This design comes from an exercise in tuning for small area, a short achievable clock period and few clock cycles on the open sky130 flow, not from production work. Where RTL was checked, it was by simulation tests only, not by an equivalence proof against the original.

==> build 81: inputs <==
## sgd_dot_product
module sgd_dot_product (
    input  logic                             clk,
    input  logic                             rst_n,
    input  logic                             started,
    input  logic [sgd_pkg::CFG_W-1:0]        number_of_epochs,
    input  logic [sgd_pkg::CFG_W-1:0]        number_of_samples,
    input  logic [sgd_pkg::CFG_W-1:0]        dimension,
    input  logic [sgd_pkg::CFG_W-1:0]        number_of_bits,
    input  logic [sgd_pkg::A_WORD_W-1:0]     dispatch_axb_a_data,
    input  logic                             dispatch_axb_a_wr_en,
    output logic                             dispatch_axb_a_almost_full,
    input  logic [sgd_pkg::CREDIT_W-1:0]     x_wr_credit_counter,
    output logic [sgd_pkg::X_ADDR_W-1:0]     x_rd_addr,
    input  logic [sgd_pkg::X_WORD_W-1:0]     x_rd_data,
    output logic [sgd_pkg::NUM_BANKS*sgd_pkg::DOT_W-1:0] dot_product,   
    output logic [sgd_pkg::NUM_BANKS-1:0]    dot_product_valid
);
    logic                  accept;
    logic [BIT_IDX_W-1:0]  word_bit;
    logic                  word_first;
    logic                  word_last;
    logic [BIT_IDX_W-1:0]  bit_q   [2];
    logic                  first_q [3];
    logic                  last_q  [STAGES+1];
    logic                  out_valid;
    dot_control u_ctrl (
        .clk                 (clk),
        .rst_n               (rst_n),
        .started             (started),
        .number_of_epochs    (number_of_epochs),
  ...
==> module ks_adder, before the edit <==
module ks_adder #(
    parameter int N   = 32,
    parameter bit CIN = 1'b0
) (
    input  logic [N-1:0] a,
    input  logic [N-1:0] b,
    output logic [N-1:0] sum
);
    function automatic int levels_for(input int n);
        levels_for = 0;
        while ((1 << levels_for) < n)
            levels_for = levels_for + 1;
    endfunction
    localparam int L = levels_for(N);
    function automatic int last_level(input int l, input int i);
        last_level = 0;
        while (last_level < l && i >= (1 << last_level))
            last_level = last_level + 1;
    endfunction
    logic [N-1:0] g [L+1];
    logic [N-1:0] p [L+1];
    logic [N-1:0] p0;
    assign p0   = a ^ b;
    assign p[0] = p0;
    assign g[0] = CIN ? {a[N-1:1] & b[N-1:1], a[0] | b[0]} : (a & b);
    for (genvar l = 1; l <= L; l++)
    begin : g_level
        localparam int D = 1 << (l - 1);
        for (genvar i = 0; i < N; i++)
        begin : g_node
            if (i < D)
            begin : g_pass
                assign g[l][i] = g[l-1][i];
                assign p[l][i] = p[l-1][i];
            end
            else
            begin : g_comb
                localparam bit PART_INV = last_level(l - 1, i - D) % 2;
                localparam bit WANT_INV = (l - 1) % 2;
                logic gj;
                if (PART_INV == WANT_INV)
                begin : g_same
                    assign gj = g[l-1][i-D];
                end
                else
                begin : g_flip
                    assign gj = ~g[l-1][i-D];
                end
                if (l % 2 == 1)
                begin : g_odd
                    ks_gen_n u_g (.gi(g[l-1][i]), .pi(p[l-1][i]), .gj(gj), .gn(g[l][i]));
                    if (i >= 2 * D)
                    begin : g_p
                        ks_prop_n u_p (.pi(p[l-1][i]), .pj(p[l-1][i-D]), .pn(p[l][i]));
                    end
                    else
                    begin : g_nop
                        assign p[l][i] = 1'b0;   
                    end
                end
                else
                begin : g_even
                    ks_gen u_g (.gni(g[l-1][i]), .pni(p[l-1][i]), .gnj(gj), .g(g[l][i]));
                    if (i >= 2 * D)
                    begin : g_p
                        ks_prop u_p (.pni(p[l-1][i]), .pnj(p[l-1][i-D]), .p(p[l][i]));
                    end
                    else
                    begin : g_nop
                        assign p[l][i] = 1'b0;
                    end
                end
            end
        end
    end
    assign sum[0] = p0[0] ^ CIN;
    for (genvar i = 1; i < N; i++)
    begin : g_sum
        if (last_level(L, i - 1) % 2 == 1)
        begin : g_inv
            assign sum[i] = ~(p0[i] ^ g[L][i-1]);
        end
        else
        begin : g_true
            assign sum[i] = p0[i] ^ g[L][i-1];
        end
    end
endmodule
Settings: LEC_CHECK=0, CAP_MARGIN=0, CORE_MARGIN=2, CORE_UTILIZATION=50, CTS_BUF_LIST=sky130_fd_sc_hd__clkbuf_8, CTS_CLUSTER_SIZE=30, SETUP_SLACK_MARGIN=2.6, SLEW_MARGIN=0, SYNTH_HIERARCHICAL=1, SYNTH_MINIMUM_KEEP_SIZE=0, BUFFER_PORTS_ARGS=-buffer_cell sky130_fd_sc_hd__buf_1; clock period 5.0 ns.
standard.sh (not shown) runs the stock make flow with config.mk's settings and CLKGATE_MAP_FILE= SYNTH_SCRIPT=/design/flow/synth_recipe.tcl, a recipe that flattens the netlist after the stock synthesis.
==> flow/flow/run.sh <==
#!/bin/bash
# The standard layout (standard.sh, the standard flow's own ORFS flow), except that
# the port buffers are the plain sky130_fd_sc_hd__buf_1 rather than the
# buffer_ports default (a delay buffer); every port still gets one.
set -euo pipefail
echo 'export BUFFER_PORTS_ARGS = -buffer_cell sky130_fd_sc_hd__buf_1' >> config.mk
export BUFFER_PORTS_ARGS="-buffer_cell sky130_fd_sc_hd__buf_1"
cp standard.sh standard_sh.txt
bash standard.sh > standard.log 2>&1
==> trial 53 (differences from build 81) <==
--- a/flow/design.v
+++ b/flow/design.v
@@ -143,134 +143,16 @@
     input  logic b,
     input  logic c,
     output logic s,
     output logic co
 );
     assign s  = a ^ b ^ c;
     assign co = (a & b) | (a & c) | (b & c);
 endmodule
-module ks_adder #(
-    parameter int N   = 32,
-    parameter bit CIN = 1'b0
-) (
-    input  logic [N-1:0] a,
-    input  logic [N-1:0] b,
-    output logic [N-1:0] sum
-);
-    function automatic int levels_for(input int n);
-        levels_for = 0;
-        while ((1 << levels_for) < n)
-            levels_for = levels_for + 1;
-    endfunction
-    localparam int L = levels_for(N);
-    function automatic int last_level(input int l, input int i);
-        last_level = 0;
-        while (last_level < l && i >= (1 << last_level))
-            last_level = last_level + 1;
-    endfunction
-    logic [N-1:0] g [L+1];
-    logic [N-1:0] p [L+1];
-    logic [N-1:0] p0;
-    assign p0   = a ^ b;
-    assign p[0] = p0;
-    assign g[0] = CIN ? {a[N-1:1] & b[N-1:1], a[0] | b[0]} : (a & b);
-    for (genvar l = 1; l <= L; l++)
-    begin : g_level
-        localparam int D = 1 << (l - 1);
-        for (genvar i = 0; i < N; i++)
-        begin : g_node
-            if (i < D)
-            begin : g_pass
-                assign g[l][i] = g[l-1][i];
-                assign p[l][i] = p[l-1][i];
-            end
-            else
-            begin : g_comb
-                localparam bit PART_INV = last_level(l - 1, i - D) % 2;
-                localparam bit WANT_INV = (l - 1) % 2;
-                logic gj;
-                if (PART_INV == WANT_INV)
-                begin : g_same
-                    assign gj = g[l-1][i-D];
-                end
-                else
-                begin : g_flip
-                    assign gj = ~g[l-1][i-D];
-                end
-                if (l % 2 == 1)
-                begin : g_odd
-                    ks_gen_n u_g (.gi(g[l-1][i]), .pi(p[l-1][i]), .gj(gj), .gn(g[l][i]));
-                    if (i >= 2 * D)
-                    begin : g_p
-                        ks_prop_n u_p (.pi(p[l-1][i]), .pj(p[l-1][i-D]), .pn(p[l][i]));
-                    end
-                    else
-                    begin : g_nop
-                        assign p[l][i] = 1'b0;   
-                    end
-                end
-                else
-                begin : g_even
-                    ks_gen u_g (.gni(g[l-1][i]), .pni(p[l-1][i]), .gnj(gj), .g(g[l][i]));
-                    if (i >= 2 * D)
-                    begin : g_p
-                        ks_prop u_p (.pni(p[l-1][i]), .pnj(p[l-1][i-D]), .p(p[l][i]));
-                    end
-                    else
-                    begin : g_nop
-                        assign p[l][i] = 1'b0;
-                    end
-                end
-            end
-        end
-    end
-    assign sum[0] = p0[0] ^ CIN;
-    for (genvar i = 1; i < N; i++)
-    begin : g_sum
-        if (last_level(L, i - 1) % 2 == 1)
-        begin : g_inv
-            assign sum[i] = ~(p0[i] ^ g[L][i-1]);
-        end
-        else
-        begin : g_true
-            assign sum[i] = p0[i] ^ g[L][i-1];
-        end
-    end
-endmodule
-module ks_gen_n (
-    input  logic gi,
-    input  logic pi,
-    input  logic gj,
-    output logic gn
-);
-    assign gn = ~(gi | (pi & gj));
-endmodule
-module ks_prop_n (
-    input  logic pi,
-    input  logic pj,
-    output logic pn
-);
-    assign pn = ~(pi & pj);
-endmodule
-module ks_gen (
-    input  logic gni,
-    input  logic pni,
-    input  logic gnj,
-    output logic g
-);
-    assign g = ~(gni & (pni | gnj));
-endmodule
-module ks_prop (
-    input  logic pni,
-    input  logic pnj,
-    output logic p
-);
-    assign p = ~(pni | pnj);
-endmodule
 import sgd_pkg::*;
 module bank_accumulator (
     input  logic                              clk,
     input  logic                              accept,     
     input  logic [sgd_pkg::BITS_PER_BANK-1:0] a_data,     
     input  logic [sgd_pkg::X_WORD_W-1:0]      x_data,     
     input  logic [sgd_pkg::BIT_IDX_W-1:0]     bit_d,      
     input  logic                              first_d,    
@@ -279,17 +161,17 @@
     localparam int W = X_WIDTH;
     localparam int SLICES = 4;            
     localparam int SLICE_W = W / SLICES;   
     logic [BITS_PER_BANK-1:0] a_bits [SLICES];
     logic [BIT_IDX_W-1:0]     sum_bit;     
     logic                     term_first;  
     logic [W-1:0] m_n [BITS_PER_BANK];
     logic [W-1:0] s1, k1, s2, k2, s3, k3, s4, k4, s5, k5, u, v;
-    logic [W-1:0] s5_q, k5_q, k4_q;
+    logic [W-1:0] u_q, v_q;
     logic [W-1:0] sum_n;
     logic [W-1:0] sum_n_q;
     logic signed [ACC_WIDTH-1:0] shifted;
     logic signed [ACC_WIDTH-1:0] term_q;
     logic signed [ACC_WIDTH-1:0] acc;
     for (genvar c = 0; c < SLICES; c++)
     begin : g_word
         word_reg u_word (
@@ -335,34 +217,31 @@
         for (genvar i = 1; i < W - 1; i++)                                     
         begin : g_r5                                                            
             full_adder u_fa (.a(s3[i]), .b(k3[i]), .c(s4[i]), .s(s5[i]), .co(k5[i+1])); 
         end                                                                     
         assign s5[W-1] = s3[W-1] ^ k3[W-1] ^ s4[W-1];
         assign s5[0] = ~(s3[0] ^ s4[0]);
         assign k5[1] = s3[0] | s4[0];
         assign k5[0] = 1'b1;
-    endgenerate
-    always_ff @(posedge clk)
-    begin
-        s5_q <= s5;
-        k5_q <= k5;
-        k4_q <= k4;
-    end
-    generate
         for (genvar i = 1; i < W - 1; i++)                                     
         begin : g_r6                                                            
-            full_adder u_fa (.a(s5_q[i]), .b(k5_q[i]), .c(k4_q[i]), .s(u[i]), .co(v[i+1])); 
+            full_adder u_fa (.a(s5[i]), .b(k5[i]), .c(k4[i]), .s(u[i]), .co(v[i+1])); 
         end                                                                     
-        assign u[W-1] = s5_q[W-1] ^ k5_q[W-1] ^ k4_q[W-1];
-        assign u[0] = s5_q[0];
+        assign u[W-1] = s5[W-1] ^ k5[W-1] ^ k4[W-1];
+        assign u[0] = s5[0];
         assign v[1] = 1'b1;
         assign v[0] = 1'b1;
     endgenerate
-    ks_adder #(.N(W), .CIN(1'b1)) u_sum (.a(u), .b(v), .sum(sum_n));
+    always_ff @(posedge clk)
+    begin
+        u_q <= u;
+        v_q <= v;
+    end
+    assign sum_n = W'(({u_q, 1'b1} + {v_q, 1'b1}) >> 1);
     always_ff @(posedge clk)
     begin
         sum_n_q <= sum_n;
         sum_bit <= bit_d;
     end
     logic [ACC_WIDTH-1:0] sh [6];
     assign sh[0] = {~sum_n_q[W-1], ~sum_n_q, {(FRAC_BITS-1){1'b0}}};
     for (genvar k = 0; k < BIT_IDX_W; k++)
@@ -376,22 +255,18 @@
         end
     end
     assign shifted = sh[BIT_IDX_W];
     always_ff @(posedge clk)
     begin
         term_q     <= shifted;
         term_first <= first_d;
     end
-    logic [ACC_WIDTH-1:0] acc_in;
-    logic [ACC_WIDTH-1:0] acc_sum;
-    assign acc_in = term_first ? '0 : acc;
-    ks_adder #(.N(ACC_WIDTH), .CIN(1'b0)) u_acc (.a(acc_in), .b(term_q), .sum(acc_sum));
     always_ff @(posedge clk)
-        acc <= acc_sum;
+        acc <= (term_first ? '0 : acc) + term_q;
     assign dot_product = acc[ACC_WIDTH-1 -: DOT_W];   
 endmodule
 import sgd_pkg::*;
 module sgd_dot_product (
     input  logic                             clk,
     input  logic                             rst_n,
     input  logic                             started,
     input  logic [sgd_pkg::CFG_W-1:0]        number_of_epochs,
CAP_MARGIN = 20   (was 0)
SETUP_SLACK_MARGIN = 1.75   (was 2.6)
SLEW_MARGIN = 20   (was 0)
==> trial 77 (differences from build 81) <==
--- a/flow/design.v
+++ b/flow/design.v
@@ -151,22 +151,17 @@
 module ks_adder #(
     parameter int N   = 32,
     parameter bit CIN = 1'b0
 ) (
     input  logic [N-1:0] a,
     input  logic [N-1:0] b,
     output logic [N-1:0] sum
 );
-    function automatic int levels_for(input int n);
-        levels_for = 0;
-        while ((1 << levels_for) < n)
-            levels_for = levels_for + 1;
-    endfunction
-    localparam int L = levels_for(N);
+    localparam int L = $clog2(N);
     function automatic int last_level(input int l, input int i);
         last_level = 0;
         while (last_level < l && i >= (1 << last_level))
             last_level = last_level + 1;
     endfunction
     logic [N-1:0] g [L+1];
     logic [N-1:0] p [L+1];
     logic [N-1:0] p0;
CAP_MARGIN = 20   (was 0)
SETUP_SLACK_MARGIN = 3.0   (was 2.6)
SLEW_MARGIN = 20   (was 0)
==> flow_metrics.tcl <==
set metrics [dict create \
    status "timing/DRC/antenna clean" \
    synth_warnings 31 \
    setup_slack_ns 2.537 \
    fin_util_pct 71.86 \
    pre_cts_ws_ns 1.753 \
    leakage_nw 18.76 \
    ys_seq_area_share_pct 29.40 \
    seq_area_share_pct 21.33 \
    vias_per_cell 5.736 \
    r2r_slack_ns 2.54 \
    grt_pass1_wl_um 198800 \
    placeableCoreArea_mm2 0.07747 \
    ys_ff_latch 568 \
    initial_core_util_pct 50.59 \
]
Source of the figures above: trial 77

==> flow_metrics.tcl <==
set metrics [dict create \
    ys_seq_area_share_pct 29.48 \
    placeableCoreArea_mm2 0.06871 \
    grt_pass1_wl_um 147700 \
    leakage_nw 12.72 \
    vias_per_cell 5.471 \
    r2r_slack_ns 1.82 \
    seq_area_share_pct 26.67 \
    ys_ff_latch 504 \
    status "timing/DRC/antenna clean" \
]
Source of the figures above: trial 53

==> flow_metrics.tcl <==
set metrics [dict create \
    pre_cts_ws_ns 1.739 \
    ys_seq_area_share_pct 29.40 \
    initial_core_util_pct 50.59 \
    fin_util_pct 58.63 \
    ys_ff_latch 568 \
    placeableCoreArea_mm2 0.07747 \
    vias_per_cell 5.632 \
    seq_area_share_pct 25.58 \
    leakage_nw 14.45 \
    setup_slack_ns 2.613 \
    status "timing/DRC/antenna clean" \
    grt_pass1_wl_um 182400 \
]
Source of the figures above: build 81

Testbench counts of build 81, summed over its fixed seeds: cycles 30,616.
The RTL of trial 53 and trial 77 was laid out without a check of its function.

==> re-timing with driven ports <==
No port has a modelled driver above. Below, the same layouts with a new extraction and two added sets of constraints.
Step 1, drivers: a clkbuf_16 drives clk and a buf_2 each remaining input, both assumed.
Step 2 moves the port delays by t, midway between the first and last clock arrival at a register: inputs arrive t later, outputs are due t later. That takes back most of the time a late clock gives input paths.
Three values: no drivers, after step 1, after step 2; two values: the first two.
run	t, ns	slack for setup (ns)	hold WS [ns]	worst setup path at the end	clock arrival spread, ns
build 81	0.762	2.613 / 2.613 / 1.933	0.326 / 0.326 / 0.326	input to register	0.044 / 0.043
trial 53	0.740	1.824 / 1.824 / 1.364	0.333 / 0.333 / 0.333	input to register	0.051 / 0.051
trial 77	0.760	2.537 / 2.537 / 1.960	0.330 / 0.330 / 0.330	input to register	0.065 / 0.065
After both steps every run listed still meets setup and hold. The setup slack of build 81, which loses most, moves by 0.000 ns with the drivers and by -0.680 ns with both steps.
